From an optimization exercise on the open Yosys and OpenROAD flow, aimed at small area, a short achievable clock period and few clock cycles; shortcuts taken in it are not production practice.
The RTL was checked by simulation tests, not by an equivalence proof against the original design.
No activity file was given, so power comes from the tool's default toggle rates.

==> design.v <==
`timescale 1ns/1ps
module ar_arbiter (
    input  logic       axi_clk,
    input  logic       reset,
    input  logic [2:0] req,          
    input  logic       s_arready,
    output logic [2:0] gnt_q         
);
    logic [2:0] cand, gnt;
    logic       done;
    assign done = s_arready && (gnt_q != '0);
    assign cand = done ? (req & ~gnt_q) : req;
    always_comb begin
        case (1'b1)
            gnt_q[0]: gnt = cand[1] ? 3'b010 : cand[2] ? 3'b100 : 3'b000;
            gnt_q[1]: gnt = cand[2] ? 3'b100 : cand[0] ? 3'b001 : 3'b000;
            gnt_q[2]: gnt = cand[0] ? 3'b001 : cand[1] ? 3'b010 : 3'b000;
            default:  gnt = cand[0] ? 3'b001 : cand[1] ? 3'b010 : cand[2] ? 3'b100 : 3'b000;
        endcase
    end
    always_ff @(posedge axi_clk) begin
        if (reset)
            gnt_q <= '0;
        else if (gnt_q == '0 || done)
            gnt_q <= gnt;
    end
endmodule
`timescale 1ns/1ps
module r_return_arbiter (
    input  logic       axi_clk,
    input  logic       reset,
    input  logic [2:0] hit,          
    input  logic [2:0] free,         
    input  logic       m_rvalid,
    input  logic       m_rready,
    input  logic       m_rlast,
    output logic [2:0] sel_q         
);
    logic       inb_q;               
    logic       keep;
    logic [2:0] cand, c, pick;
    assign keep = m_rvalid ? !(m_rready && m_rlast) : inb_q;
    assign cand = hit & ~(sel_q & {3{m_rvalid && m_rready}});
    assign c    = (cand != '0) ? cand : free;
    always_comb begin
        case (1'b1)
            sel_q[0]: pick = c[1] ? 3'b010 : c[2] ? 3'b100 : c[0] ? 3'b001 : 3'b000;
            sel_q[1]: pick = c[2] ? 3'b100 : c[0] ? 3'b001 : c[1] ? 3'b010 : 3'b000;
            default:  pick = c[0] ? 3'b001 : c[1] ? 3'b010 : c[2] ? 3'b100 : 3'b000;
        endcase
    end
    always_ff @(posedge axi_clk) begin
        if (reset) begin
            sel_q <= 3'b001;
            inb_q <= 1'b0;
        end else begin
            if (m_rvalid && m_rready)
                inb_q <= !m_rlast;
            if (!keep && pick != '0)
                sel_q <= pick;
        end
    end
endmodule
`timescale 1ns/1ps
module axi_xbar (
    input  logic        axi_clk,
    input  logic        reset,
    input  logic [11:0] m_ar_id,
    input  logic [95:0] m_ar_addr,
    input  logic [23:0] m_ar_len,
    input  logic [8:0]  m_ar_size,
    input  logic [5:0]  m_ar_burst,
    input  logic [2:0]  m_arvalid,
    output logic [2:0]  m_arready,
    output logic [11:0] m_r_id,
    output logic [95:0] m_r_data,
    output logic [5:0]  m_r_resp,
    output logic [2:0]  m_r_last,
    output logic [2:0]  m_rvalid,
    input  logic [2:0]  m_rready,
    output logic [17:0] s_ar_id,
    output logic [95:0] s_ar_addr,
    output logic [23:0] s_ar_len,
    output logic [8:0]  s_ar_size,
    output logic [5:0]  s_ar_burst,
    output logic [2:0]  s_arvalid,
    input  logic [2:0]  s_arready,
    input  logic [17:0] s_r_id,
    input  logic [95:0] s_r_data,
    input  logic [5:0]  s_r_resp,
    input  logic [2:0]  s_r_last,
    input  logic [2:0]  s_rvalid,
    output logic [2:0]  s_rready
);
    logic [2:0][2:0] ar_req;     
    logic [2:0][2:0] ar_gnt;     
    logic [2:0][2:0] r_hit;      
    logic [2:0][2:0] r_sel;      
    logic [2:0]      r_free;     
    logic [2:0]      mid_q;      
    always_comb begin
        for (int s = 0; s < 3; s++)
            for (int m = 0; m < 3; m++) begin
                ar_req[s][m] = m_arvalid[m] && (m_ar_addr[32*m + 28 +: 2] == 2'(s));
                r_hit[m][s]  = s_rvalid[s] && (s_r_id[6*s + 4 +: 2] == 2'(m));
            end
    end
    for (genvar s = 0; s < 3; s++) begin : g_slave
        ar_arbiter u_arb (
            .axi_clk   (axi_clk),
            .reset     (reset),
            .req       (ar_req[s]),
            .s_arready (s_arready[s]),
            .gnt_q     (ar_gnt[s])
        );
        assign s_arvalid[s] = |ar_gnt[s];
        always_comb begin
            s_ar_id[6*s +: 6]     = '0;
            s_ar_addr[32*s +: 32] = '0;
            s_ar_len[8*s +: 8]    = '0;
            s_ar_size[3*s +: 3]   = '0;
            s_ar_burst[2*s +: 2]  = '0;
            for (int m = 0; m < 3; m++) begin
                if (ar_gnt[s][m]) begin
                    s_ar_id[6*s +: 6]     = s_ar_id[6*s +: 6]     | {2'(m), m_ar_id[4*m +: 4]};
                    s_ar_addr[32*s +: 32] = s_ar_addr[32*s +: 32] | m_ar_addr[32*m +: 32];
                    s_ar_len[8*s +: 8]    = s_ar_len[8*s +: 8]    | m_ar_len[8*m +: 8];
                    s_ar_size[3*s +: 3]   = s_ar_size[3*s +: 3]   | m_ar_size[3*m +: 3];
                    s_ar_burst[2*s +: 2]  = s_ar_burst[2*s +: 2]  | m_ar_burst[2*m +: 2];
                end
            end
        end
    end
    always_comb begin
        for (int m = 0; m < 3; m++) begin
            m_arready[m] = 1'b0;
            for (int s = 0; s < 3; s++)
                m_arready[m] = m_arready[m] | (ar_gnt[s][m] && s_arready[s]);
        end
    end
    always_ff @(posedge axi_clk) begin
        for (int s = 0; s < 3; s++)
            if (reset)
                mid_q[s] <= 1'b0;
            else if (s_rvalid[s] && s_rready[s])
                mid_q[s] <= !s_r_last[s];
    end
    assign r_free = (s_rvalid & s_rready & s_r_last);
    for (genvar m = 0; m < 3; m++) begin : g_master
        r_return_arbiter u_arb (
            .axi_clk  (axi_clk),
            .reset    (reset),
            .hit      (r_hit[m]),
            .free     (r_free),
            .m_rvalid (m_rvalid[m]),
            .m_rready (m_rready[m]),
            .m_rlast  (m_r_last[m]),
            .sel_q    (r_sel[m])
        );
        assign m_rvalid[m] = |(r_sel[m] & r_hit[m]);
        always_comb begin
            m_r_id[4*m +: 4]     = '0;
            m_r_data[32*m +: 32] = '0;
            m_r_resp[2*m +: 2]   = '0;
            m_r_last[m]          = 1'b0;
            for (int s = 0; s < 3; s++) begin
                if (r_sel[m][s]) begin
                    m_r_id[4*m +: 4]     = m_r_id[4*m +: 4]     | s_r_id[6*s +: 4];
                    m_r_data[32*m +: 32] = m_r_data[32*m +: 32] | s_r_data[32*s +: 32];
                    m_r_resp[2*m +: 2]   = m_r_resp[2*m +: 2]   | s_r_resp[2*s +: 2];
                    m_r_last[m]          = m_r_last[m]          | s_r_last[s];
                end
            end
        end
    end
    always_comb begin
        for (int s = 0; s < 3; s++) begin
            s_rready[s] = 1'b0;
            for (int m = 0; m < 3; m++)
                if (s_r_id[6*s + 4 +: 2] == 2'(m))
                    s_rready[s] = r_sel[m][s] && m_rready[m];
        end
    end
endmodule
==> flow/run.sh <==
#!/bin/bash
cp standard.sh standard_sh_copy.log
export BUFFER_PORTS_ARGS="-buffer_cell sky130_fd_sc_hd__buf_1"
export PRE_IO_PLACEMENT_TCL=$PWD/flow/io.tcl
bash standard.sh 'IO_PLACER_V=met2 met4' finish > standard.log 2>&1
==> flow/io.tcl <==
set_io_pin_constraint -region top:* -group -order -pin_names {m_ar_id[0] m_ar_id[4] m_ar_id[8] s_ar_id[0] s_ar_id[6] s_ar_id[12] m_ar_id[1] m_ar_id[5] m_ar_id[9] s_ar_id[1] s_ar_id[7] s_ar_id[13] m_ar_id[2] m_ar_id[6] m_ar_id[10] s_ar_id[2] s_ar_id[8] s_ar_id[14] m_ar_id[3] m_ar_id[7] m_ar_id[11] s_ar_id[3] s_ar_id[9] s_ar_id[15] m_ar_addr[0] m_ar_addr[32] m_ar_addr[64] s_ar_addr[0] s_ar_addr[32] s_ar_addr[64] m_ar_addr[1] m_ar_addr[33] m_ar_addr[65] s_ar_addr[1] s_ar_addr[33] s_ar_addr[65] m_ar_addr[2] m_ar_addr[34] m_ar_addr[66] s_ar_addr[2] s_ar_addr[34] s_ar_addr[66] m_ar_addr[3] m_ar_addr[35] m_ar_addr[67] s_ar_addr[3] s_ar_addr[35] s_ar_addr[67] m_ar_addr[4] m_ar_addr[36] m_ar_addr[68] s_ar_addr[4] s_ar_addr[36] s_ar_addr[68] m_ar_addr[5] m_ar_addr[37] m_ar_addr[69] s_ar_addr[5] s_ar_addr[37] s_ar_addr[69] m_ar_addr[6] m_ar_addr[38] m_ar_addr[70] s_ar_addr[6] s_ar_addr[38] s_ar_addr[70] m_ar_addr[7] m_ar_addr[39] m_ar_addr[71] s_ar_addr[7] s_ar_addr[39] s_ar_addr[71] m_ar_addr[8] m_ar_addr[40] m_ar_addr[72] s_ar_addr[8] s_ar_addr[40] s_ar_addr[72] m_ar_addr[9] m_ar_addr[41] m_ar_addr[73] s_ar_addr[9] s_ar_addr[41] s_ar_addr[73] m_ar_addr[10] m_ar_addr[42] m_ar_addr[74] s_ar_addr[10] s_ar_addr[42] s_ar_addr[74] m_ar_addr[11] m_ar_addr[43] m_ar_addr[75] s_ar_addr[11] s_ar_addr[43] s_ar_addr[75] m_ar_addr[12] m_ar_addr[44] m_ar_addr[76] s_ar_addr[12] s_ar_addr[44] s_ar_addr[76] m_ar_addr[13] m_ar_addr[45] m_ar_addr[77] s_ar_addr[13] s_ar_addr[45] s_ar_addr[77] m_ar_addr[14] m_ar_addr[46] m_ar_addr[78] s_ar_addr[14] s_ar_addr[46] s_ar_addr[78] m_ar_addr[15] m_ar_addr[47] m_ar_addr[79] s_ar_addr[15] s_ar_addr[47] s_ar_addr[79] m_ar_addr[16] m_ar_addr[48] m_ar_addr[80] s_ar_addr[16] s_ar_addr[48] s_ar_addr[80] m_ar_addr[17] m_ar_addr[49] m_ar_addr[81] s_ar_addr[17] s_ar_addr[49] s_ar_addr[81] m_ar_addr[18] m_ar_addr[50] m_ar_addr[82] s_ar_addr[18] s_ar_addr[50] s_ar_addr[82] m_ar_addr[19] m_ar_addr[51] m_ar_addr[83] s_ar_addr[19] s_ar_addr[51] s_ar_addr[83] m_ar_addr[20] m_ar_addr[52] m_ar_addr[84] s_ar_addr[20] s_ar_addr[52] s_ar_addr[84] m_ar_addr[21] m_ar_addr[53] m_ar_addr[85] s_ar_addr[21] s_ar_addr[53] s_ar_addr[85] m_ar_addr[22] m_ar_addr[54] m_ar_addr[86] s_ar_addr[22] s_ar_addr[54] s_ar_addr[86] m_ar_addr[23] m_ar_addr[55] m_ar_addr[87] s_ar_addr[23] s_ar_addr[55] s_ar_addr[87] m_ar_addr[24] m_ar_addr[56] m_ar_addr[88] s_ar_addr[24] s_ar_addr[56] s_ar_addr[88] m_ar_addr[25] m_ar_addr[57] m_ar_addr[89] s_ar_addr[25] s_ar_addr[57] s_ar_addr[89] m_ar_addr[26] m_ar_addr[58] m_ar_addr[90] s_ar_addr[26] s_ar_addr[58] s_ar_addr[90] m_ar_addr[27] m_ar_addr[59] m_ar_addr[91] s_ar_addr[27] s_ar_addr[59] s_ar_addr[91] m_ar_addr[28] m_ar_addr[60] m_ar_addr[92] s_ar_addr[28] s_ar_addr[60] s_ar_addr[92] m_ar_addr[29] m_ar_addr[61] m_ar_addr[93] s_ar_addr[29] s_ar_addr[61] s_ar_addr[93] m_ar_addr[30] m_ar_addr[62] m_ar_addr[94] s_ar_addr[30] s_ar_addr[62] s_ar_addr[94]}
set_io_pin_constraint -region right:* -group -order -pin_names {m_ar_addr[31] m_ar_addr[63] m_ar_addr[95] s_ar_addr[31] s_ar_addr[63] s_ar_addr[95] m_ar_len[0] m_ar_len[8] m_ar_len[16] s_ar_len[0] s_ar_len[8] s_ar_len[16] m_ar_len[1] m_ar_len[9] m_ar_len[17] s_ar_len[1] s_ar_len[9] s_ar_len[17] m_ar_len[2] m_ar_len[10] m_ar_len[18] s_ar_len[2] s_ar_len[10] s_ar_len[18] m_ar_len[3] m_ar_len[11] m_ar_len[19] s_ar_len[3] s_ar_len[11] s_ar_len[19] m_ar_len[4] m_ar_len[12] m_ar_len[20] s_ar_len[4] s_ar_len[12] s_ar_len[20] m_ar_len[5] m_ar_len[13] m_ar_len[21] s_ar_len[5] s_ar_len[13] s_ar_len[21] m_ar_len[6] m_ar_len[14] m_ar_len[22] s_ar_len[6] s_ar_len[14] s_ar_len[22] m_ar_len[7] m_ar_len[15] m_ar_len[23] s_ar_len[7] s_ar_len[15] s_ar_len[23] m_ar_size[0] m_ar_size[3] m_ar_size[6] s_ar_size[0] s_ar_size[3] s_ar_size[6] m_ar_size[1] m_ar_size[4] m_ar_size[7] s_ar_size[1] s_ar_size[4] s_ar_size[7] m_ar_size[2] m_ar_size[5] m_ar_size[8] s_ar_size[2] s_ar_size[5] s_ar_size[8] m_ar_burst[0] m_ar_burst[2] m_ar_burst[4] s_ar_burst[0] s_ar_burst[2] s_ar_burst[4] m_ar_burst[1] m_ar_burst[3] m_ar_burst[5] s_ar_burst[1] s_ar_burst[3] s_ar_burst[5] s_ar_id[4] s_ar_id[5] s_ar_id[10] s_ar_id[11] s_ar_id[16] s_ar_id[17]}
set_io_pin_constraint -region bottom:* -group -order -pin_names {s_r_id[0] s_r_id[6] s_r_id[12] m_r_id[0] m_r_id[4] m_r_id[8] s_r_id[1] s_r_id[7] s_r_id[13] m_r_id[1] m_r_id[5] m_r_id[9] s_r_id[2] s_r_id[8] s_r_id[14] m_r_id[2] m_r_id[6] m_r_id[10] s_r_id[3] s_r_id[9] s_r_id[15] m_r_id[3] m_r_id[7] m_r_id[11] s_r_data[0] s_r_data[32] s_r_data[64] m_r_data[0] m_r_data[32] m_r_data[64] s_r_data[1] s_r_data[33] s_r_data[65] m_r_data[1] m_r_data[33] m_r_data[65] s_r_data[2] s_r_data[34] s_r_data[66] m_r_data[2] m_r_data[34] m_r_data[66] s_r_data[3] s_r_data[35] s_r_data[67] m_r_data[3] m_r_data[35] m_r_data[67] s_r_data[4] s_r_data[36] s_r_data[68] m_r_data[4] m_r_data[36] m_r_data[68] s_r_data[5] s_r_data[37] s_r_data[69] m_r_data[5] m_r_data[37] m_r_data[69] s_r_data[6] s_r_data[38] s_r_data[70] m_r_data[6] m_r_data[38] m_r_data[70] s_r_data[7] s_r_data[39] s_r_data[71] m_r_data[7] m_r_data[39] m_r_data[71] s_r_data[8] s_r_data[40] s_r_data[72] m_r_data[8] m_r_data[40] m_r_data[72] s_r_data[9] s_r_data[41] s_r_data[73] m_r_data[9] m_r_data[41] m_r_data[73] s_r_data[10] s_r_data[42] s_r_data[74] m_r_data[10] m_r_data[42] m_r_data[74] s_r_data[11] s_r_data[43] s_r_data[75] m_r_data[11] m_r_data[43] m_r_data[75] s_r_data[12] s_r_data[44] s_r_data[76] m_r_data[12] m_r_data[44] m_r_data[76] s_r_data[13] s_r_data[45] s_r_data[77] m_r_data[13] m_r_data[45] m_r_data[77] s_r_data[14] s_r_data[46] s_r_data[78] m_r_data[14] m_r_data[46] m_r_data[78] s_r_data[15] s_r_data[47] s_r_data[79] m_r_data[15] m_r_data[47] m_r_data[79] s_r_data[16] s_r_data[48] s_r_data[80] m_r_data[16] m_r_data[48] m_r_data[80] s_r_data[17] s_r_data[49] s_r_data[81] m_r_data[17] m_r_data[49] m_r_data[81] s_r_data[18] s_r_data[50] s_r_data[82] m_r_data[18] m_r_data[50] m_r_data[82] s_r_data[19] s_r_data[51] s_r_data[83] m_r_data[19] m_r_data[51] m_r_data[83] s_r_data[20] s_r_data[52] s_r_data[84] m_r_data[20] m_r_data[52] m_r_data[84] s_r_data[21] s_r_data[53] s_r_data[85] m_r_data[21] m_r_data[53] m_r_data[85] s_r_data[22] s_r_data[54] s_r_data[86] m_r_data[22] m_r_data[54] m_r_data[86] s_r_data[23] s_r_data[55] s_r_data[87] m_r_data[23] m_r_data[55] m_r_data[87] s_r_data[24] s_r_data[56] s_r_data[88] m_r_data[24] m_r_data[56] m_r_data[88] s_r_data[25] s_r_data[57] s_r_data[89] m_r_data[25] m_r_data[57] m_r_data[89] s_r_data[26] s_r_data[58] s_r_data[90] m_r_data[26] m_r_data[58] m_r_data[90] s_r_data[27] s_r_data[59] s_r_data[91] m_r_data[27] m_r_data[59] m_r_data[91] s_r_data[28] s_r_data[60] s_r_data[92] m_r_data[28] m_r_data[60] m_r_data[92] s_r_data[29] s_r_data[61] s_r_data[93] m_r_data[29] m_r_data[61] m_r_data[93] s_r_data[30] s_r_data[62] s_r_data[94] m_r_data[30] m_r_data[62] m_r_data[94]}
set_io_pin_constraint -region left:* -group -order -pin_names {s_r_data[31] s_r_data[63] s_r_data[95] m_r_data[31] m_r_data[63] m_r_data[95] s_r_resp[0] s_r_resp[2] s_r_resp[4] m_r_resp[0] m_r_resp[2] m_r_resp[4] s_r_resp[1] s_r_resp[3] s_r_resp[5] m_r_resp[1] m_r_resp[3] m_r_resp[5] s_r_last[0] s_r_last[1] s_r_last[2] m_r_last[0] m_r_last[1] m_r_last[2]}
==> standard.sh <==
#!/bin/bash
# synth_recipe.tcl (not shown) runs the flow's synth.tcl, then flattens the netlist and writes it again
# the make line also repeats each setting of config.mk as NAME=value (left out here)
make -C /OpenROAD-flow-scripts/flow DESIGN_CONFIG=/design/flow/config.mk WORK_HOME=/design/flow/orfs CLKGATE_MAP_FILE= SYNTH_SCRIPT=/design/flow/synth_recipe.tcl "${@:-finish}"
==> config.mk <==
export PLATFORM = sky130hd
export DESIGN_NAME = axi_xbar
export DESIGN_NICKNAME = axi_xbar
export VERILOG_FILES = /design/flow/design.v
export SDC_FILE = /design/flow/constraint.sdc
export NUM_CORES = 4
export LEC_CHECK = 0
export ABC_AREA = 1
export CAP_MARGIN = 20
export CORE_AREA = 3 3 147 147
export DIE_AREA = 0 0 150 150
export PLACE_DENSITY = 0.6
export SETUP_SLACK_MARGIN = 3.6
export SLEW_MARGIN = 20
==> constraint.sdc <==
create_clock -name core_clock -period 7.5 [get_ports {axi_clk}]
set_input_delay 1.5000 -clock core_clock [delete_from_list [all_inputs] [get_ports {axi_clk}]]
set_output_delay 1.5000 -clock core_clock [all_outputs]
set_load 0.01 [all_outputs]
==> results of run 1 <==
==> where the power goes <==
group | switching (W) | internal (W) | leakage (nW) | total (W)
combinational | 0.000452 | 0.000245 | 2.75 | 0.000697
clock | 0.0000408 | 0.0000724 | 0.0382 | 0.000113
sequential | 0.0000716 | 0.000121 | 0.176 | 0.000193
==> worst reg2reg max path, stage by stage (launching register included) <==
cell and delay, ps:
dfxtp_2 1050, nand3_1 240, nand3_2 170, nand2_1 190, nor2_2 290, nor2_1 130, inv_1 110, nand3_1 120
a31oi_1 190, nor2_1 50
==> per-layer routing <==
metal | routed length [um] | GRT usage | vias to the layer above
met2 | 15850 | 0.4379 | 649
met5 | 0 | 0 | -
met4 | 2929 | 0.1830 | 0
met1 | 12500 | 0.3067 | 4758
li1 | - | - | 4762
met3 | 2820 | 0.04088 | 200
==> final timing paths <==
path	startpoint	endpoint	slack, ps	cells past startpoint
min	g_master[0].u_arb.inb_q$_SDFFE_PP0N_	g_master[0].u_arb.inb_q$_SDFFE_PP0N_	470	2
max	s_r_id[4]	m_rvalid[0]	3640	5
max reg2reg	g_master[2].u_arb.sel_q[1]$_SDFFE_PP0P_	g_master[2].u_arb.sel_q[1]$_SDFFE_PP0P_	4820	9
min reg2reg	g_master[0].u_arb.inb_q$_SDFFE_PP0N_	g_master[0].u_arb.inb_q$_SDFFE_PP0N_	470	2
==> per-stage QoR <==
| stage | area [um2] | utilization |
|---|---|---|
| 2_1_floorplan | 5876 | - |
| 5_1_grt | 8108 | 0.3994 |
| 3_5_place_dp | 7953 | 0.3918 |
| 6_report | 8110 | 0.3995 |
| 3_3_place_gp | 7953 | 0.3918 |
| 4_1_cts | 8045 | 0.3963 |
==> synth_stat cells (all sizes together), types with 2 or more instances <==
cell    count  area [um2]
inv       135       506.7
clkinv      2       7.510
nor2       29       118.9
nand4      18       112.6
o21ai     277        1405
a21oi      20       107.6
nand3      43       245.2
a22oi     261        1959
clkbuf     80       300.3
dfxtp      21       420.4
a31oi       2       12.51
nand2      81       311.5
buf        27       177.7
a211oi      4       30.03
a21boi      2       15.01
nor3       10       50.05
o211ai      4       30.03
==> sequential cells by signal (all words and copies together) (netlist names) <==
name                  cells
g_master.u_arb.sel_q      9
g_master.u_arb.inb_q      3
g_slave.u_arb.gnt_q       9
==> logic make-up after synthesis <==
logic type      Yosys count  synth area share
simple gates            183            0.1452
compound gates          576            0.6144
buf+inv                 244            0.1689
flops                    21           0.07155
==> cell type report <==
| type | count | area [um2] |
|---|---|---|
| Multi-Input combinational cell | 759 | 4477 |
| Antenna cell | 5 | 12.51 |
| Sequential cell | 21 | 439.2 |
| Inverter | 137 | 514.2 |
| Fill cell | 2245 | 12190 |
| Tap cell | 270 | 337.8 |
| Timing Repair Buffer | 579 | 2251 |
| Clock buffer | 4 | 78.83 |
==> repair_timing <==
| item | in CTS | in global routing |
|---|---|---|
| gates resized for setup | 5 | 12 |
| endpoints found under the setup margin | 5 | 8 |
| pin swaps | 1 | 0 |
| setup buffers | 1 | 1 |
| cloned | 0 | 0 |
==> impl_metrics.json, run 1 <==
{
  "required_ps": 6000,
  "viasPerCell": 5.842,
  "seq_area_frac_synth": 0.07155,
  "drtAntennaViolNets": 0,
  "finalSetupViolations": 0,
  "final_nets": 1785,
  "yosys_warnings": 3,
  "slowest_stage": "nand3_1",
  "die_area_um2": 22500,
  "slew_viol_final": 0,
  "cp_cell_sequence": "buf_1, inv_1, nand4_1, nand3_1, buf_1",
  "fin_crit_ps": 3857,
  "power_density_nw_per_um2": 123.7,
  "rows": 52,
  "dp_cells": 1763,
  "maxSlewHeadroom": 0.2746,
  "path_max_fanout": 5,
  "hold_class": "reg2reg",
  "synth_enable_flop_cells": 0,
  "drc": 0,
  "end_kind": "output pin",
  "ys_types": 35,
  "setup_slack_ps": 3643,
  "fp.dieW_um": 150,
  "worst-path-buf-inv": 3,
  "dpl.hpwl_um": 25670,
  "drive_gt1_frac": 0.04400,
  "p_leak_nw": 2.961,
  "root_buffer": "clkbuf_16",
  "syn_nets": 1308,
  "gp_congestion": 0.9742,
  "post_drt_wl_per_cell_um": 19.21,
  "tritoncts": "built",
  "grt_pass1_vias": 9040,
  "fin_cells": 1775,
  "max_stage_delay_ps": 270,
  "htreeDepth": 1,
  "status": "timing/DRC/antenna clean",
  "setup_tns_ps": 0,
  "grt_antenna_before_repair": 5,
  "cts_hold_buf": 0,
  "synthFlopType": "dfxtp_1",
  "wl_um": 34100,
  "critPathKind": "in2out",
  "max_clock_freq_mhz": 259.3,
  "vdd_drop_max_v": 0.00006972,
  "initial_core_util": 0.2894,
  "start_kind": "input pin",
  "grt_max_degree": 56,
  "clock_latency_ps": 250,
  "gr-usage-all-layers": 0.2625,
  "worst_ep_arrival_time_ps": 2360,
  "clk_pin_slew_ps": 60,
  "timing.hold.ws_ps": 468.2,
  "fin_skew_ps": 2.611,
  "io_pins": 566,
  "syn_avg_cell_area_um2": 5.738,
  "p_total_w": 0.001003,
  "cts_buffer_depth": 2,
  "finalHoldViolations": 0,
  "final_cell_mix": "555 x buf_1, 267 x o21ai_0, 261 x a22oi_1",
  "die_y_um": 150,
  "synth_async_sr_flop_share": 0,
  "cts_buffers": 3,
  "finalCritPeriodShare": 0.5142,
  "synth_area_um2": 5876,
  "grt-ovfl-total": 0,
  "vias": 10370,
  "syn_inst": 1024,
  "drt_iter0_drc": 940,
  "syn_to_final_growth_pct": 38.03,
  "grt_pass1_wl_um": 47950,
  "maxCapViolations": 0,
  "cp_top_family": "buffers and inverters",
  "layout_commonest_cell": "buf_1",
  "yosys_register_bits": 21,
  "cp_common_cell": "buf_1",
  "rsz0062_at_grt": "yes",
  "firstDrtPassIters": 6,
  "numPortBuffers": 565,
  "preCtsSetupSlack_ps": 3476,
  "core_area_um2": 20300,
  "tightestPinTransition_ps": 1088,
  "cts_sinks": 21
}
Testbench counts, summed over its fixed seeds: cycles 14,277.
==> run 2, diff against run 1 <==
==> flow/io.tcl (replaced) <==
set_io_pin_constraint -region top:* -group -order -pin_names {m_ar_id[0] m_ar_id[4] m_ar_id[8] s_ar_id[0] s_ar_id[6] s_ar_id[12] m_ar_id[1] m_ar_id[5] m_ar_id[9] s_ar_id[1] s_ar_id[7] s_ar_id[13] m_ar_id[2] m_ar_id[6] m_ar_id[10] s_ar_id[2] s_ar_id[8] s_ar_id[14] m_ar_id[3] m_ar_id[7] m_ar_id[11] s_ar_id[3] s_ar_id[9] s_ar_id[15] m_ar_addr[0] m_ar_addr[32] m_ar_addr[64] s_ar_addr[0] s_ar_addr[32] s_ar_addr[64] m_ar_addr[1] m_ar_addr[33] m_ar_addr[65] s_ar_addr[1] s_ar_addr[33] s_ar_addr[65] m_ar_addr[2] m_ar_addr[34] m_ar_addr[66] s_ar_addr[2] s_ar_addr[34] s_ar_addr[66] m_ar_addr[3] m_ar_addr[35] m_ar_addr[67] s_ar_addr[3] s_ar_addr[35] s_ar_addr[67] m_ar_addr[4] m_ar_addr[36] m_ar_addr[68] s_ar_addr[4] s_ar_addr[36] s_ar_addr[68] m_ar_addr[5] m_ar_addr[37] m_ar_addr[69] s_ar_addr[5] s_ar_addr[37] s_ar_addr[69] m_ar_addr[6] m_ar_addr[38] m_ar_addr[70] s_ar_addr[6] s_ar_addr[38] s_ar_addr[70] m_ar_addr[7] m_ar_addr[39] m_ar_addr[71] s_ar_addr[7] s_ar_addr[39] s_ar_addr[71] m_ar_addr[8] m_ar_addr[40] m_ar_addr[72] s_ar_addr[8] s_ar_addr[40] s_ar_addr[72] m_ar_addr[9] m_ar_addr[41] m_ar_addr[73] s_ar_addr[9] s_ar_addr[41] s_ar_addr[73] m_ar_addr[10] m_ar_addr[42] m_ar_addr[74] s_ar_addr[10] s_ar_addr[42] s_ar_addr[74] m_ar_addr[11] m_ar_addr[43] m_ar_addr[75] s_ar_addr[11] s_ar_addr[43] s_ar_addr[75] m_ar_addr[12] m_ar_addr[44] m_ar_addr[76] s_ar_addr[12] s_ar_addr[44] s_ar_addr[76] m_ar_addr[13] m_ar_addr[45] m_ar_addr[77] s_ar_addr[13] s_ar_addr[45] s_ar_addr[77] m_ar_addr[14] m_ar_addr[46] m_ar_addr[78] s_ar_addr[14] s_ar_addr[46] s_ar_addr[78] m_ar_addr[15] m_ar_addr[47] m_ar_addr[79] s_ar_addr[15] s_ar_addr[47] s_ar_addr[79] m_ar_addr[16] m_ar_addr[48] m_ar_addr[80] s_ar_addr[16] s_ar_addr[48] s_ar_addr[80] m_ar_addr[17] m_ar_addr[49] m_ar_addr[81] s_ar_addr[17] s_ar_addr[49] s_ar_addr[81] m_ar_addr[18] m_ar_addr[50] m_ar_addr[82] s_ar_addr[18] s_ar_addr[50] s_ar_addr[82] m_ar_addr[19] m_ar_addr[51] m_ar_addr[83] s_ar_addr[19] s_ar_addr[51] s_ar_addr[83] m_ar_addr[20] m_ar_addr[52] m_ar_addr[84] s_ar_addr[20] s_ar_addr[52] s_ar_addr[84] m_ar_addr[21] m_ar_addr[53] m_ar_addr[85] s_ar_addr[21] s_ar_addr[53] s_ar_addr[85] m_ar_addr[22] m_ar_addr[54] m_ar_addr[86] s_ar_addr[22] s_ar_addr[54] s_ar_addr[86] m_ar_addr[23] m_ar_addr[55] m_ar_addr[87] s_ar_addr[23] s_ar_addr[55] s_ar_addr[87] m_ar_addr[24] m_ar_addr[56] m_ar_addr[88] s_ar_addr[24] s_ar_addr[56] s_ar_addr[88] m_ar_addr[25] m_ar_addr[57] m_ar_addr[89] s_ar_addr[25] s_ar_addr[57] s_ar_addr[89] m_ar_addr[26] m_ar_addr[58] m_ar_addr[90] s_ar_addr[26] s_ar_addr[58] s_ar_addr[90] m_ar_addr[27] m_ar_addr[59] m_ar_addr[91] s_ar_addr[27] s_ar_addr[59] s_ar_addr[91] m_ar_addr[28] m_ar_addr[60] m_ar_addr[92] s_ar_addr[28] s_ar_addr[60] s_ar_addr[92] m_ar_addr[29] m_ar_addr[61] m_ar_addr[93] s_ar_addr[29] s_ar_addr[61] s_ar_addr[93]}
set_io_pin_constraint -region right:* -group -order -pin_names {m_ar_addr[30] m_ar_addr[62] m_ar_addr[94] s_ar_addr[30] s_ar_addr[62] s_ar_addr[94] m_ar_addr[31] m_ar_addr[63] m_ar_addr[95] s_ar_addr[31] s_ar_addr[63] s_ar_addr[95] m_ar_len[0] m_ar_len[8] m_ar_len[16] s_ar_len[0] s_ar_len[8] s_ar_len[16] m_ar_len[1] m_ar_len[9] m_ar_len[17] s_ar_len[1] s_ar_len[9] s_ar_len[17] m_ar_len[2] m_ar_len[10] m_ar_len[18] s_ar_len[2] s_ar_len[10] s_ar_len[18] m_ar_len[3] m_ar_len[11] m_ar_len[19] s_ar_len[3] s_ar_len[11] s_ar_len[19] m_ar_len[4] m_ar_len[12] m_ar_len[20] s_ar_len[4] s_ar_len[12] s_ar_len[20] m_ar_len[5] m_ar_len[13] m_ar_len[21] s_ar_len[5] s_ar_len[13] s_ar_len[21] m_ar_len[6] m_ar_len[14] m_ar_len[22] s_ar_len[6] s_ar_len[14] s_ar_len[22] m_ar_len[7] m_ar_len[15] m_ar_len[23] s_ar_len[7] s_ar_len[15] s_ar_len[23] m_ar_size[0] m_ar_size[3] m_ar_size[6] s_ar_size[0] s_ar_size[3] s_ar_size[6] m_ar_size[1] m_ar_size[4] m_ar_size[7] s_ar_size[1] s_ar_size[4] s_ar_size[7] m_ar_size[2] m_ar_size[5] m_ar_size[8] s_ar_size[2] s_ar_size[5] s_ar_size[8] m_ar_burst[0] m_ar_burst[2] m_ar_burst[4] s_ar_burst[0] s_ar_burst[2] s_ar_burst[4] m_ar_burst[1] m_ar_burst[3] m_ar_burst[5] s_ar_burst[1] s_ar_burst[3] s_ar_burst[5] s_ar_id[4] s_ar_id[5] s_ar_id[10] s_ar_id[11] s_ar_id[16] s_ar_id[17]}
set_io_pin_constraint -region bottom:* -group -order -pin_names {s_r_id[0] s_r_id[6] s_r_id[12] m_r_id[0] m_r_id[4] m_r_id[8] s_r_id[1] s_r_id[7] s_r_id[13] m_r_id[1] m_r_id[5] m_r_id[9] s_r_id[2] s_r_id[8] s_r_id[14] m_r_id[2] m_r_id[6] m_r_id[10] s_r_id[3] s_r_id[9] s_r_id[15] m_r_id[3] m_r_id[7] m_r_id[11] s_r_data[0] s_r_data[32] s_r_data[64] m_r_data[0] m_r_data[32] m_r_data[64] s_r_data[1] s_r_data[33] s_r_data[65] m_r_data[1] m_r_data[33] m_r_data[65] s_r_data[2] s_r_data[34] s_r_data[66] m_r_data[2] m_r_data[34] m_r_data[66] s_r_data[3] s_r_data[35] s_r_data[67] m_r_data[3] m_r_data[35] m_r_data[67] s_r_data[4] s_r_data[36] s_r_data[68] m_r_data[4] m_r_data[36] m_r_data[68] s_r_data[5] s_r_data[37] s_r_data[69] m_r_data[5] m_r_data[37] m_r_data[69] s_r_data[6] s_r_data[38] s_r_data[70] m_r_data[6] m_r_data[38] m_r_data[70] s_r_data[7] s_r_data[39] s_r_data[71] m_r_data[7] m_r_data[39] m_r_data[71] s_r_data[8] s_r_data[40] s_r_data[72] m_r_data[8] m_r_data[40] m_r_data[72] s_r_data[9] s_r_data[41] s_r_data[73] m_r_data[9] m_r_data[41] m_r_data[73] s_r_data[10] s_r_data[42] s_r_data[74] m_r_data[10] m_r_data[42] m_r_data[74] s_r_data[11] s_r_data[43] s_r_data[75] m_r_data[11] m_r_data[43] m_r_data[75] s_r_data[12] s_r_data[44] s_r_data[76] m_r_data[12] m_r_data[44] m_r_data[76] s_r_data[13] s_r_data[45] s_r_data[77] m_r_data[13] m_r_data[45] m_r_data[77] s_r_data[14] s_r_data[46] s_r_data[78] m_r_data[14] m_r_data[46] m_r_data[78] s_r_data[15] s_r_data[47] s_r_data[79] m_r_data[15] m_r_data[47] m_r_data[79] s_r_data[16] s_r_data[48] s_r_data[80] m_r_data[16] m_r_data[48] m_r_data[80] s_r_data[17] s_r_data[49] s_r_data[81] m_r_data[17] m_r_data[49] m_r_data[81] s_r_data[18] s_r_data[50] s_r_data[82] m_r_data[18] m_r_data[50] m_r_data[82] s_r_data[19] s_r_data[51] s_r_data[83] m_r_data[19] m_r_data[51] m_r_data[83] s_r_data[20] s_r_data[52] s_r_data[84] m_r_data[20] m_r_data[52] m_r_data[84] s_r_data[21] s_r_data[53] s_r_data[85] m_r_data[21] m_r_data[53] m_r_data[85] s_r_data[22] s_r_data[54] s_r_data[86] m_r_data[22] m_r_data[54] m_r_data[86] s_r_data[23] s_r_data[55] s_r_data[87] m_r_data[23] m_r_data[55] m_r_data[87] s_r_data[24] s_r_data[56] s_r_data[88] m_r_data[24] m_r_data[56] m_r_data[88] s_r_data[25] s_r_data[57] s_r_data[89] m_r_data[25] m_r_data[57] m_r_data[89] s_r_data[26] s_r_data[58] s_r_data[90] m_r_data[26] m_r_data[58] m_r_data[90] s_r_data[27] s_r_data[59] s_r_data[91] m_r_data[27] m_r_data[59] m_r_data[91] s_r_data[28] s_r_data[60] s_r_data[92] m_r_data[28] m_r_data[60] m_r_data[92] s_r_data[29] s_r_data[61] s_r_data[93] m_r_data[29] m_r_data[61] m_r_data[93]}
set_io_pin_constraint -region left:* -group -order -pin_names {s_r_data[30] s_r_data[62] s_r_data[94] m_r_data[30] m_r_data[62] m_r_data[94] s_r_data[31] s_r_data[63] s_r_data[95] m_r_data[31] m_r_data[63] m_r_data[95] s_r_resp[0] s_r_resp[2] s_r_resp[4] m_r_resp[0] m_r_resp[2] m_r_resp[4] s_r_resp[1] s_r_resp[3] s_r_resp[5] m_r_resp[1] m_r_resp[3] m_r_resp[5] s_r_last[0] s_r_last[1] s_r_last[2] m_r_last[0] m_r_last[1] m_r_last[2] s_r_id[4] s_r_id[5] s_r_id[10] s_r_id[11] s_r_id[16] s_r_id[17] m_arvalid[0] m_arvalid[1] m_arvalid[2] m_arready[0] m_arready[1] m_arready[2] s_arvalid[0] s_arvalid[1] s_arvalid[2] s_arready[0] s_arready[1] s_arready[2] m_rvalid[0] m_rvalid[1] m_rvalid[2] m_rready[0] m_rready[1] m_rready[2] s_rvalid[0] s_rvalid[1] s_rvalid[2] s_rready[0] s_rready[1] s_rready[2] reset axi_clk}
--- a/config.mk
+++ b/config.mk
@@ -9,5 +9,5 @@
 export CAP_MARGIN = 20
-export CORE_AREA = 3 3 147 147
-export DIE_AREA = 0 0 150 150
-export PLACE_DENSITY = 0.6
+export CORE_AREA = 3 3 133 133
+export DIE_AREA = 0 0 136 136
+export PLACE_DENSITY = 0.7
 export SETUP_SLACK_MARGIN = 3.6
==> run 2 against run 1 <==
Still clean. Count of clock-buffer cells in the layout shrank 1. Core utilization is 9.2 points higher. Setup slack better by 62 ps. Via count is 0.45% lower. Die area shrank 18%. Critical path type unchanged. First-iteration DRC count increased by 5.7%. Worst hold slack about the same. Sequential power fell by 12%. Critical path depth grew 1. Highest routed layer is now met5.
==> impl_metrics.json, run 2 <==
{
  "status": "timing/DRC/antenna clean",
  "grt_pass1_wl_um": 45360,
  "cts_sinks": 21,
  "power_switching_w": 0.0005519,
  "firstDrtPassIters": 7,
  "gr-usage-all-layers": 0.2915,
  "syn_to_final_growth_pct": 35.88,
  "syn_avg_cell_area_um2": 5.738,
  "fin_skew_ps": 4.621,
  "seq_power_share": 0.172,
  "timing.hold.ws_ps": 468.0,
  "finalHoldViolations": 0,
  "num-fill-cells": 1753,
  "start_kind": "input pin",
  "power_density_nw_per_um2": 123.6,
  "synth_most_common_cell": "o21ai_0",
  "viasPerCell": 6.019,
  "grt-ovfl-total": 0,
  "slew_viol_final": 0,
  "gp_congestion": 0.9882,
  "syn_nets": 1308,
  "reg_top3": "g_master.u_arb.sel_q (9), g_slave.u_arb.gnt_q (9), g_master.u_arb.inb_q (3)",
  "die_area_um2": 18500,
  "post_drt_wl_per_cell_um": 18.02,
  "min_path_cells": 2,
  "seq_area_frac_synth": 0.07155,
  "path_max_fanout": 5,
  "hold_class": "reg2reg",
  "clk_pin_slew_ps": 60,
  "synth_fa_ha_area_frac": 0,
  "rsz0062_at_grt": "no",
  "muxShareOfSynthArea": 0,
  "synthTopCellsByArea": "a22oi_1 33%, o21ai_0 23%, inv_1 8.5%",
  "worst_ep_arrival_time_ps": 2290,
  "io_pins": 566,
  "grt_antenna_before_repair": 6,
  "syn_inst": 1024,
  "final_nets": 1783,
  "setup_tns_ps": 0,
  "root_buffer": "clkbuf_16",
  "synth_top_area_share": 0.3335,
  "synth_top_cell_by_area": "a22oi_1",
  "critPathKind": "in2out",
  "drc": 0,
  "synth-xor-area-share": 0,
  "crit-reg2reg-launch": "g_master[1].u_arb.sel_q[0]$_SDFFE_PP1P_",
  "tritoncts": "built",
  "swShare": 0.5594,
  "drive_gt1_frac": 0.03538,
  "required_ps": 6000,
  "max_clock_freq_mhz": 263.5,
  "clock_latency_ps": 250,
  "ys_types": 35,
  "htreeDepth": 1,
  "maxCapViolations": 0,
  "reg2reg_depth": 8,
  "grt_max_degree": 56,
  "drtAntennaViolNets": 0,
  "dpl.hpwl_um": 23090,
  "internal-power_w": 0.0004347,
  "cts_hold_buf": 0,
  "whs_endpoint": "g_master[0].u_arb.inb_q$_SDFFE_PP0N_",
  "fin_crit_ps": 3795,
  "rrSetupSlack_ps": 5210,
  "tightestPinTransition_ps": 1172,
  "wl_um": 30900,
  "core_area_um2": 16230,
  "finalCritPeriodShare": 0.5059,
  "fp.dieW_um": 136,
  "p_leak_nw": 2.932,
  "synth_area_um2": 5876,
  "hold_start": "g_master[0].u_arb.inb_q$_SDFFE_PP0N_",
  "synth_top_family_by_area": "compound AO/OA/AOI/OAI gates",
  "vias": 10320,
  "synth_enable_flop_cells": 0,
  "maxSlewHeadroom": 0.2187,
  "end_kind": "output pin",
  "r2r_end": "g_master[1].u_arb.sel_q[2]$_SDFFE_PP0P_",
  "synthFlopType": "dfxtp_1",
  "synthTopCellsByCount": "269 x o21ai_0, 261 x a22oi_1, 133 x inv_1",
  "synth_compound_area_frac": 0.6144,
  "die_y_um": 136,
  "grt_pass1_vias": 8987,
  "drt_iter0_drc": 994,
  "layout_commonest_cell": "buf_1",
  "yosys_register_bits": 21,
  "finalSetupViolations": 0,
  "comb_power_share": 0.714,
  "vdd_drop_max_v": 0.0001095,
  "initial_core_util": 0.3620,
  "cts_buffer_depth": 2,
  "synth_async_sr_flop_share": 0,
  "yosys_warnings": 3,
  "synth-simple-area-share": 0.1452,
  "rows": 46,
  "cts_buffers": 3,
  "numPortBuffers": 565,
  "final_cell_mix": "560 x buf_1, 269 x o21ai_0, 261 x a22oi_1",
  "p_clk_frac": 0.114
}
[run 2: cell counts after synthesis]
No cell type changed its count.
[run 2: final cells by class]
cell class / count / area [um2] / share of cell area
diodes: 1 / 2.502 / 0.0003134
clock buffers: 3 / 75.07 / 0.009403
clock inverters: 1 / 5.005 / 0.0006269
inverters: 137 / 518.0 / 0.06488
multi-input cells: 759 / 4466 / 0.5593
flip-flops and latches: 21 / 430.4 / 0.05391
well taps: 216 / 270.3 / 0.03385
repair buffers: 577 / 2217 / 0.2777
[run 2: worst max-delay path: stages]
cell and delay (ps):
buf_1 110, inv_2 70, nor2_1 160, nand3_1 110, nand3_2 150, buf_1 190
[run 2: routing by layer]
layer,part of all wire,wire [um],up-vias,track usage
li1,-,-,4736,-
met1,0.35,10770,4606,0.3367
met2,0.46,14230,752,0.4697
met3,0.11,3348,220,0.08956
met4,0.081,2505,8,0.1797
met5,0.0016,50,-,0
[run 2: metrics by stage]
stage | cell area, um2 | power [W] | cells | util | setup WS (ps)
global route | 7984 | 0.001061 | 1715 | 0.4919 | 3612
global placement | 7886 | 0.0008572 | 1710 | 0.4859 | 3610
finish | 7984 | 0.0009866 | 1715 | 0.4919 | 3705
CTS | 7968 | 0.0009756 | 1714 | 0.4909 | 3617
detailed placement | 7886 | 0.0008603 | 1710 | 0.4859 | 3607
floorplan | 5876 | 0.0005677 | 1024 | - | 3970
[run 2: how the worst max path moves through the flow]
stage,slack (ps),end,from
after detailed placement,3610,m_rvalid[1],s_rvalid[0]
after CTS,3620,s_rready[0],m_rready[2]
after global placement,3610,s_rready[0],m_rready[2]
after global routing,3610,m_rvalid[2],s_r_id[5]
final,3710,m_rvalid[2],s_r_id[5]
after floorplan,3970,s_rready[1],s_r_id[11]
[run 2: power groups by stage]
stage	Combinational [W]	Sequential [W]	Clock (W)
after floorplan	0.000441	0.000127	0
after global placement	0.000687	0.000170	0
after detailed placement	0.000691	0.000170	0
after CTS	0.000693	0.000167	0.000115
after global routing	0.000770	0.000172	0.000120
final	0.000704	0.000170	0.000113
[run 2: timing repair]
item,in CTS,in global routing
cloned,0,0
setup buffers,0,0
gates resized for setup,1,6
endpoints found under the setup margin,1,6
[run 2: logic make-up after synthesis]
family	after synthesis
compound gates	576
buf+inv	244
simple gates	183
flops	21
==> run 3, diff against run 2 <==
--- a/config.mk
+++ b/config.mk
@@ -12,3 +12,3 @@
 export PLACE_DENSITY = 0.7
-export SETUP_SLACK_MARGIN = 3.6
+export SETUP_SLACK_MARGIN = 3.8
 export SLEW_MARGIN = 20
==> run 3 against run 2 <==
Global-route usage about the same. Sequential cell count unchanged. First-iteration DRC count up 11%. Largest power group unchanged. Critical path depth decreased by 2. Non-clock buffer count rose by 7. Register-to-register slack is essentially flat. Largest cell class unchanged.
==> impl_metrics.json, run 3 <==
{
  "layout_commonest_cell": "buf_1",
  "finalHoldViolations": 0,
  "htreeDepth": 1,
  "worst_ep_arrival_time_ps": 2190,
  "dpl.hpwl_um": 23090,
  "maxSlewHeadroom": 0.2160,
  "synthTopCellsByArea": "a22oi_1 33%, o21ai_0 23%, inv_1 8.5%",
  "final_nets": 1790,
  "grt_antenna_before_repair": 5,
  "vdd_drop_max_v": 0.0001096,
  "final_cell_mix": "535 x buf_1, 268 x o21ai_0, 261 x a22oi_1",
  "die_area_um2": 18500,
  "reg_top3": "g_master.u_arb.sel_q (9), g_slave.u_arb.gnt_q (9), g_master.u_arb.inb_q (3)",
  "grt-ovfl-total": 0,
  "viasPerCell": 6.067,
  "preCtsSetupSlack_ps": 3607,
  "post_drt_wl_per_cell_um": 18.11,
  "ys_types": 35,
  "timing.hold.ws_ps": 467.8,
  "synth_most_common_cell": "o21ai_0",
  "p_total_w": 0.0009998,
  "cts_buffer_depth": 2,
  "rows": 46,
  "synth_top_cell_by_area": "a22oi_1",
  "drive_gt1_frac": 0.06445,
  "yosys_register_bits": 21,
  "yosys_warnings": 3,
  "wl_um": 31170,
  "cts_hold_buf": 0,
  "vias": 10440,
  "synth_enable_flop_cells": 0,
  "firstDrtPassIters": 6,
  "fin_cells": 1721,
  "fin_crit_ps": 3685,
  "tightestPinTransition_ps": 1176,
  "drc": 0,
  "root_buffer": "clkbuf_16",
  "rsz0062_at_grt": "yes",
  "numPortBuffers": 565,
  "tritoncts": "built",
  "io_pins": 566,
  "setup_slack_ps": 3815,
  "critPathKind": "in2out",
  "syn_to_final_growth_pct": 38.76,
  "path_max_fanout": 5,
  "cts_buffers": 3,
  "fp.dieW_um": 136,
  "grt_max_degree": 56,
  "drtAntennaViolNets": 0,
  "synthFlopType": "dfxtp_1",
  "grt_pass1_vias": 9002,
  "end_kind": "output pin",
  "gp_congestion": 0.9882,
  "fin_skew_ps": 4.144,
  "dp_cells": 1710,
  "synth_async_sr_flop_share": 0,
  "drt_iter0_drc": 1101,
  "synth_top_area_share": 0.3335,
  "max_clock_freq_mhz": 271.3,
  "die_y_um": 136,
  "cp_cell_sequence": "buf_1, a22oi_1, o21ai_0, buf_1",
  "hold_class": "reg2reg",
  "p_leak_nw": 3.069,
  "synth_area_um2": 5876,
  "slew_viol_final": 0,
  "initial_core_util": 0.3620,
  "status": "timing/DRC/antenna clean",
  "syn_avg_cell_area_um2": 5.738,
  "syn_inst": 1024,
  "power_density_nw_per_um2": 122.6,
  "core_area_um2": 16230,
  "required_ps": 6000,
  "clock_latency_ps": 250,
  "synthTopCellsByCount": "269 x o21ai_0, 261 x a22oi_1, 133 x inv_1",
  "slowest_stage": "buf_1",
  "start_kind": "input pin",
  "finalCritPeriodShare": 0.4914,
  "cts_sinks": 21,
  "syn_nets": 1308,
  "setup_tns_ps": 0,
  "diodes": 0,
  "clk_pin_slew_ps": 60,
  "maxCapViolations": 0,
  "max_stage_delay_ps": 230,
  "gr-usage-all-layers": 0.2920,
  "finalSetupViolations": 0,
  "grt_pass1_wl_um": 45410,
  "seq_area_frac_synth": 0.07155,
  "cp_common_cell": "buf_1"
}
==> run 3: final timing paths <==
path                                           startpoint                                 endpoint  cells after the start  slack, ps
setup / recovery                            m_ar_addr[28]                            s_ar_addr[60]                      4       3810
hold / removal       g_master[0].u_arb.inb_q$_SDFFE_PP0N_     g_master[0].u_arb.inb_q$_SDFFE_PP0N_                      2        470
setup reg to reg  g_master[1].u_arb.sel_q[0]$_SDFFE_PP1P_  g_master[1].u_arb.sel_q[2]$_SDFFE_PP0P_                      8       5210
hold reg to reg      g_master[0].u_arb.inb_q$_SDFFE_PP0N_     g_master[0].u_arb.inb_q$_SDFFE_PP0N_                      2        470
==> run 3: what timing repair did <==
item | in CTS | in global routing
gates resized for setup | 19 | 49
endpoints found under the setup margin | 6 | 57
pin swaps | 3 | 7
setup buffers | 1 | 6
==> run 3: power breakdown <==
group          total (W)  leakage, nW  switching [W]  internal (W)
logic           0.000718         2.85       0.000466      0.000251
clock network   0.000112       0.0409      0.0000407     0.0000715
registers       0.000170        0.175      0.0000489      0.000121
total            0.00100         3.07       0.000556      0.000444
==> run 3: area by class of cell <==
cell class                 instances  area, um2
sequential                        21      430.4
timing repair buffer             584       2330
multi-input combinational        759       4519
tap                              216      270.3
fill                            1729       8078
clock buffer                       3      75.07
inverter                         137      523.0
clock inverter                     1      5.005
==> run 3: worst max-delay path: cells and delay by family <==
family                 cells  cell delay [ps]
buffers and inverters      2              410
AOI/OAI and AO/OA          2              280
==> run 3: metal layers <==
layer  vias up  global-route usage  share of wire
met2       752              0.4706           0.46
met3       224             0.08919           0.10
li1       4756                   -              -
met5         -                   0         0.0017
met1      4702              0.3373           0.35
met4         8              0.1803          0.080
==> run 3: per-stage QoR <==
stage | util | area (um2)
after floorplan | - | 5876
after global placement | 0.4859 | 7886
after detailed placement | 0.4859 | 7886
after CTS | 0.4932 | 8005
after global routing | 0.5023 | 8153
final | 0.5023 | 8153
==> run 3: logic make-up after synthesis <==
kind of cell / share of synthesized area
simple gates: 0.1452
compound gates: 0.6144
flops: 0.07155
buf+inv: 0.1689
==> run 4, diff against run 3 <==
--- a/config.mk
+++ b/config.mk
@@ -12,3 +12,3 @@
 export PLACE_DENSITY = 0.7
-export SETUP_SLACK_MARGIN = 3.8
+export SETUP_SLACK_MARGIN = 3.9
 export SLEW_MARGIN = 20
==> run 4 against run 3 <==
Non-clock buffer count is 20 higher. Global-route usage is 0.42 points higher. Die area unchanged. Critical path type unchanged. Core utilization grew 3.9 points. Synthesized area unchanged. Via count increased by 2.6%. Still clean on timing, DRC and antenna.
==> impl_metrics.json, run 4 <==
{
  "status": "timing/DRC/antenna clean",
  "grt_pass1_vias": 9158,
  "cts_hold_buf": 0,
  "gp_congestion": 0.9882,
  "die_y_um": 136,
  "yosys_register_bits": 21,
  "synth_top_cell_by_area": "a22oi_1",
  "finalHoldViolations": 0,
  "io_pins": 566,
  "cts_buffer_depth": 2,
  "max_clock_freq_mhz": 267.8,
  "syn_nets": 1308,
  "slew_viol_final": 0,
  "dpl.hpwl_um": 23090,
  "synthFlopType": "dfxtp_1",
  "rows": 46,
  "post_drt_wl_per_cell_um": 18.70,
  "power_switching_w": 0.0005832,
  "timing.hold.ws_ps": 471.5,
  "grt_pass1_wl_um": 46130,
  "p_clk_frac": 0.105,
  "clk_pin_slew_ps": 60,
  "synth_area_um2": 5876,
  "cts_sinks": 21,
  "worst-path-buf-inv": 4,
  "cp_top_family": "buffers and inverters",
  "required_ps": 6000,
  "maxSlewHeadroom": 0.1314,
  "final_cell_mix": "397 x buf_1, 228 x a22oi_1, 163 x o21ai_0",
  "synth_async_sr_flop_share": 0,
  "layout_commonest_cell": "buf_1",
  "drt_iter0_drc": 1224,
  "cts_buffers": 3,
  "syn_inst": 1024,
  "path_max_fanout": 7,
  "drc": 0,
  "reg_top3": "g_master.u_arb.sel_q (9), g_slave.u_arb.gnt_q (9), g_master.u_arb.inb_q (3)",
  "vdd_drop_max_v": 0.0001107,
  "end_kind": "output pin",
  "grt-ovfl-total": 0,
  "die_area_um2": 18500,
  "grt_max_degree": 56,
  "initial_core_util": 0.3620,
  "finalSetupViolations": 0,
  "tightestPinTransition_ps": 1303,
  "synth_enable_flop_cells": 0,
  "tritoncts": "built",
  "yosys_warnings": 3,
  "p_total_w": 0.001074,
  "htreeDepth": 1,
  "p_leak_nw": 3.669,
  "synthTopCellsByCount": "269 x o21ai_0, 261 x a22oi_1, 133 x inv_1",
  "slowest_stage": "inv_2",
  "start_kind": "input pin",
  "setup_tns_ps": 0,
  "fin_crit_ps": 3734,
  "core_area_um2": 16230,
  "max_stage_delay_ps": 140,
  "seq_power_share": 0.162,
  "worst_ep_arrival_time_ps": 2230,
  "cp_common_cell": "nand3_2",
  "ys_types": 35,
  "final_nets": 1810,
  "rsz0062_at_grt": "yes",
  "root_buffer": "clkbuf_16",
  "syn_to_final_growth_pct": 49.47,
  "swShare": 0.5429,
  "seq_area_frac_synth": 0.07155,
  "cp_cell_sequence": "buf_1, inv_2, nand3_2, nor2_1, inv_1, nand3_2, buf_6",
  "grt_antenna_before_repair": 6,
  "fin_skew_ps": 5.028,
  "power_density_nw_per_um2": 122.3,
  "internal-power_w": 0.0004911,
  "firstDrtPassIters": 10,
  "synth_top_area_share": 0.3335,
  "maxCapViolations": 0,
  "critPathKind": "in2out",
  "drtAntennaViolNets": 0,
  "vias": 10720,
  "finalCritPeriodShare": 0.4978,
  "synth_most_common_cell": "o21ai_0",
  "wl_um": 32570,
  "clock_latency_ps": 250,
  "comb_power_share": 0.734,
  "fp.dieW_um": 136,
  "synthTopCellsByArea": "a22oi_1 33%, o21ai_0 23%, inv_1 8.5%",
  "hold_class": "reg2reg",
  "numPortBuffers": 565,
  "drive_gt1_frac": 0.2000,
  "viasPerCell": 6.152,
  "syn_avg_cell_area_um2": 5.738,
  "gr-usage-all-layers": 0.2962
}
==> run 4: cell counts after synthesis <==
Identical to the previous run, type by type.
==> run 4: worst paths after layout <==
| path | startpoint | endpoint | slack [ps] | depth (start not counted) |
|---|---|---|---|---|
| setup reg to reg | g_master[1].u_arb.sel_q[0]$_SDFFE_PP1P_ | g_master[1].u_arb.sel_q[1]$_SDFFE_PP0P_ | 4830 | 18 |
| hold reg to reg | g_master[0].u_arb.inb_q$_SDFFE_PP0N_ | g_master[0].u_arb.inb_q$_SDFFE_PP0N_ | 470 | 2 |
| setup / recovery | s_r_id[11] | m_rvalid[1] | 3770 | 7 |
| hold / removal | g_master[0].u_arb.inb_q$_SDFFE_PP0N_ | g_master[0].u_arb.inb_q$_SDFFE_PP0N_ | 470 | 2 |
==> run 4: power by group through the flow <==
stage	logic (W)	registers, W	clock network [W]
finish	0.000788	0.000174	0.000112
CTS	0.000716	0.000168	0.000115
global placement	0.000687	0.000170	0
floorplan	0.000441	0.000127	0
global route	0.000849	0.000175	0.000120
detailed placement	0.000691	0.000170	0
==> run 4: timing repair <==
item                       4_1_cts  5_1_grt
setup endpoints to repair       19      152
pin swaps                       11       37
gates resized for setup         71      352
setup buffers                   22        5
==> run 4: layer usage <==
layer	routed length, um	part of all wire	global-route usage
met4	2775	0.085	0.1892
met2	15180	0.47	0.4794
met3	3506	0.11	0.08993
met1	11060	0.34	0.3385
met5	54	0.0017	0
==> run 4: worst reg2reg max path, cell delays in order (launching register included) <==
cell     delay, ps
dfxtp_2        640
nand2_2        150
buf_6          140
buf_4          120
buf_4          120
buf_4          120
buf_6          110
buf_6          100
buf_4          130
buf_4          120
buf_4          120
buf_4          120
nand4_1         90
nand2_2         90
nand2_1         70
nor2_1          40
nand2_1         80
nand4_1         80
a21oi_1        170
==> run 4: logic make-up (layout without fill, tap and decap cells) <==
| kind of cell | Yosys count | in the layout | synth area share |
|---|---|---|---|
| AO/OA/AOI/OAI | 576 | 576 | 0.6144 |
| buffers and inverters | 244 | 745 | 0.1689 |
| flip-flops | 21 | 21 | 0.07155 |
| other | 0 | 1 | 0 |
| AND/OR/NAND/NOR | 183 | 183 | 0.1452 |
==> run 4: area by class of cell <==
class | count | area (um2)
Sequential cell | 21 | 431.7
Multi-Input combinational cell | 759 | 4737
Clock inverter | 1 | 5.005
Inverter | 137 | 526.8
Timing Repair Buffer | 604 | 2734
Tap cell | 216 | 270.3
Fill cell | 1631 | 7448
Antenna cell | 1 | 2.502
Clock buffer | 3 | 75.07
==> run 4: through the flow <==
step	setup WS [ps]	cells	cell area, um2	utilization
after floorplan	3970	1024	5876	-
after global placement	3610	1710	7886	0.4859
after detailed placement	3607	1710	7886	0.4859
after CTS	3851	1736	8280	0.5102
after global routing	3696	1742	8782	0.5411
final	3766	1742	8782	0.5411
==> run 5, diff against run 4 <==
--- a/config.mk
+++ b/config.mk
@@ -11,4 +11,4 @@
 export DIE_AREA = 0 0 136 136
-export PLACE_DENSITY = 0.7
-export SETUP_SLACK_MARGIN = 3.9
+export PLACE_DENSITY = 0.85
+export SETUP_SLACK_MARGIN = 3.8
 export SLEW_MARGIN = 20
==> run 5 against run 4 <==
Largest cell class unchanged. Still clean on timing, DRC and antenna. Non-clock buffer count shrank 19. Fmax is essentially flat. Wire length shrank 4.2%. Power shrank 5.8%. Largest power group unchanged. Synthesized area is the same.
==> impl_metrics.json, run 5 <==
{
  "cp_cell_sequence": "buf_8, a22oi_2, o21ai_1, buf_2",
  "power_density_nw_per_um2": 122.9,
  "fin_crit_ps": 3733,
  "synthFlopType": "dfxtp_1",
  "synthTopCellsByCount": "269 x o21ai_0, 261 x a22oi_1, 133 x inv_1",
  "cts_buffer_depth": 2,
  "design_area_um2": 8234,
  "drtAntennaViolNets": 0,
  "crit_cells": 4,
  "start_kind": "input pin",
  "tritoncts": "built",
  "timing.hold.ws_ps": 472.8,
  "whs_endpoint": "g_master[0].u_arb.inb_q$_SDFFE_PP0N_",
  "comb_power_share": 0.723,
  "hold_class": "reg2reg",
  "path_max_fanout": 2,
  "rrSetupSlack_ps": 5270,
  "drive_gt1_frac": 0.08101,
  "synth_top_area_share": 0.3335,
  "clk_pin_slew_ps": 60,
  "hold_start": "g_master[0].u_arb.inb_q$_SDFFE_PP0N_",
  "synth_enable_flop_cells": 0,
  "status": "timing/DRC/antenna clean",
  "finalSetupViolations": 0,
  "gp_congestion": 0.9920,
  "root_buffer": "clkbuf_16",
  "core_area_um2": 16230,
  "r2r_end": "g_master[1].u_arb.sel_q[1]$_SDFFE_PP0P_",
  "maxSlewHeadroom": 0.2038,
  "end_kind": "output pin",
  "gr-usage-all-layers": 0.3054,
  "tightestPinTransition_ps": 1194,
  "firstDrtPassIters": 6,
  "io_pins": 566,
  "final_cell_mix": "526 x buf_1, 260 x o21ai_0, 259 x a22oi_1",
  "min_path_cells": 2,
  "setup_slack_ps": 3768,
  "max_stage_delay_ps": 360,
  "p_leak_nw": 3.108,
  "syn_nets": 1308,
  "grt-ovfl-total": 0,
  "place_area_um2": 7886,
  "syn_inst": 1024,
  "seq_area_frac_synth": 0.07155,
  "fin_skew_ps": 3.895,
  "num-fill-cells": 1612,
  "final_nets": 1791,
  "synth_most_common_cell": "o21ai_0",
  "swShare": 0.5568,
  "synth_async_sr_flop_share": 0,
  "viasPerCell": 6.191,
  "power_switching_w": 0.0005632,
  "reg2reg_depth": 11,
  "drt_iter0_drc": 1501,
  "rows": 46,
  "synth_top_cell_by_area": "a22oi_1",
  "numPortBuffers": 565,
  "die_area_um2": 18500,
  "slowest_stage": "a22oi_2",
  "setup_tns_ps": 0,
  "required_ps": 6000,
  "clock_latency_ps": 250,
  "grt_pass1_wl_um": 47060,
  "vias": 10670,
  "yosys_warnings": 3,
  "finalHoldViolations": 0,
  "slew_viol_final": 0,
  "initial_core_util": 0.3620,
  "dpl.hpwl_um": 22820,
  "internal-power_w": 0.0004484,
  "wl_um": 31220,
  "die_y_um": 136,
  "preCtsSetupSlack_ps": 3533,
  "critPathKind": "in2out",
  "synth_area_um2": 5876,
  "htreeDepth": 1,
  "grt_pass1_vias": 9705,
  "dp_cells": 1710,
  "post_drt_wl_per_cell_um": 18.11,
  "seq_power_share": 0.168,
  "worst-path-buf-inv": 2,
  "grt_max_degree": 56,
  "ys_types": 35,
  "cts_sinks": 21,
  "syn_avg_cell_area_um2": 5.738,
  "cts_buffers": 3,
  "fin_cells": 1724,
  "worst_ep_arrival_time_ps": 2230,
  "p_clk_frac": 0.110,
  "vdd_drop_max_v": 0.00009793,
  "grt_antenna_before_repair": 5,
  "drc": 0,
  "finalCritPeriodShare": 0.4977,
  "cp_top_family": "compound AO/OA/AOI/OAI gates",
  "yosys_register_bits": 21,
  "synthTopCellsByArea": "a22oi_1 33%, o21ai_0 23%, inv_1 8.5%",
  "max_clock_freq_mhz": 267.9,
  "rsz0062_at_grt": "yes",
  "fp.dieW_um": 136,
  "layout_commonest_cell": "buf_1",
  "maxCapViolations": 0,
  "reg_top3": "g_master.u_arb.sel_q (9), g_slave.u_arb.gnt_q (9), g_master.u_arb.inb_q (3)",
  "syn_to_final_growth_pct": 40.14,
  "crit-reg2reg-launch": "g_master[1].u_arb.sel_q[0]$_SDFFE_PP1P_"
}
[run 5: worst max path at each step]
stage | startpoint | endpoint | slack (ps)
3_5_place_dp | m_rready[0] | s_rready[0] | 3530
5_1_grt | s_r_data[14] | m_r_data[46] | 3760
3_3_place_gp | m_rready[0] | s_rready[0] | 3560
6_report | s_r_data[14] | m_r_data[46] | 3770
2_1_floorplan | s_r_id[11] | s_rready[1] | 3970
4_1_cts | m_rready[0] | s_rready[0] | 3780
[run 5: kinds of logic after synthesis]
kind of cell / count (synthesis) / share of synthesized area
AO/OA/AOI/OAI: 576 / 0.6144
buffers and inverters: 244 / 0.1689
AND/OR/NAND/NOR: 183 / 0.1452
flip-flops: 21 / 0.07155
[run 5: worst register-to-register path, delay by kind of cell, from the launching register on]
kind | cells | cell delay [ps]
compound gates | 2 | 210
flops | 1 | 630
simple gates | 7 | 720
buf+inv | 2 | 560
[run 5: metal layers]
layer  track usage  part of all wire
met3        0.1417              0.12
met1        0.3342              0.33
met4        0.1837             0.083
met5             0            0.0012
met2        0.4816              0.46
[run 5: repair_timing]
action | CTS | global route
hold buffers | 0 | 0
resized for setup | 24 | 81
pin swaps | 3 | 11
gates cloned | 0 | 0
buffers inserted | 2 | 6
setup endpoints to repair | 10 | 30
endpoints found under the hold margin | 0 | 0
[run 5: cell type report]
| cell class | instances | area (um2) | share of cell area |
|---|---|---|---|
| well taps | 216 | 270.3 | 0.03282 |
| flip-flops and latches | 21 | 434.2 | 0.05273 |
| repair buffers | 585 | 2352 | 0.2857 |
| clock buffers | 4 | 78.83 | 0.009573 |
| diodes | 2 | 5.005 | 0.0006078 |
| multi-input cells | 759 | 4574 | 0.5555 |
| inverters | 137 | 519.2 | 0.06306 |
[run 5: metrics by stage]
stage,util,total power (W)
2_1_floorplan,-,0.0005677
3_3_place_gp,0.4859,0.0008420
3_5_place_dp,0.4859,0.0008580
4_1_cts,0.4942,0.0009743
5_1_grt,0.5072,0.001094
6_report,0.5073,0.001012
[run 5: power by group through the flow]
| stage | registers, W | clock network (W) | logic, W |
|---|---|---|---|
| 4_1_cts | 0.000167 | 0.000113 | 0.000694 |
| 6_report | 0.000170 | 0.000111 | 0.000731 |
| 3_3_place_gp | 0.000169 | 0 | 0.000673 |
| 2_1_floorplan | 0.000127 | 0 | 0.000441 |
| 5_1_grt | 0.000172 | 0.000120 | 0.000801 |
| 3_5_place_dp | 0.000169 | 0 | 0.000689 |

==> static timing again, ports no longer ideal <==
Ports are ideal in the flow. The routed layouts listed here were re-timed in OpenROAD. Step 1 assumes that a clkbuf_16 drives the clock port and a buf_2 every other input. Step 2 times the ports against the registers' clock, not the clock port: input delays grow and output delays shrink by t, the midpoint of the rising clock arrivals with the driver on. Three values: ideal, step 1, step 2; two values: the first two.
run	shift t [ns]	setup slack, ns	worst setup path after step 2	worst register clock-pin slew, ns
run 1	0.292	3.643 / 3.610 / 3.610	input to output	0.06 / 0.06
run 2	0.292	3.705 / 3.680 / 3.680	input to output	0.06 / 0.06
run 3	0.291	3.815 / 3.752 / 3.752	input to output	0.06 / 0.06
run 4	0.292	3.766 / 3.744 / 3.695	input to register	0.06 / 0.06
run 5	0.289	3.767 / 3.722 / 3.722	input to output	0.06 / 0.06
After both steps setup and hold are still met in every run listed. The setup slack of run 4, which loses most, moves by -0.022 ns with the drivers and by -0.071 ns with both steps.
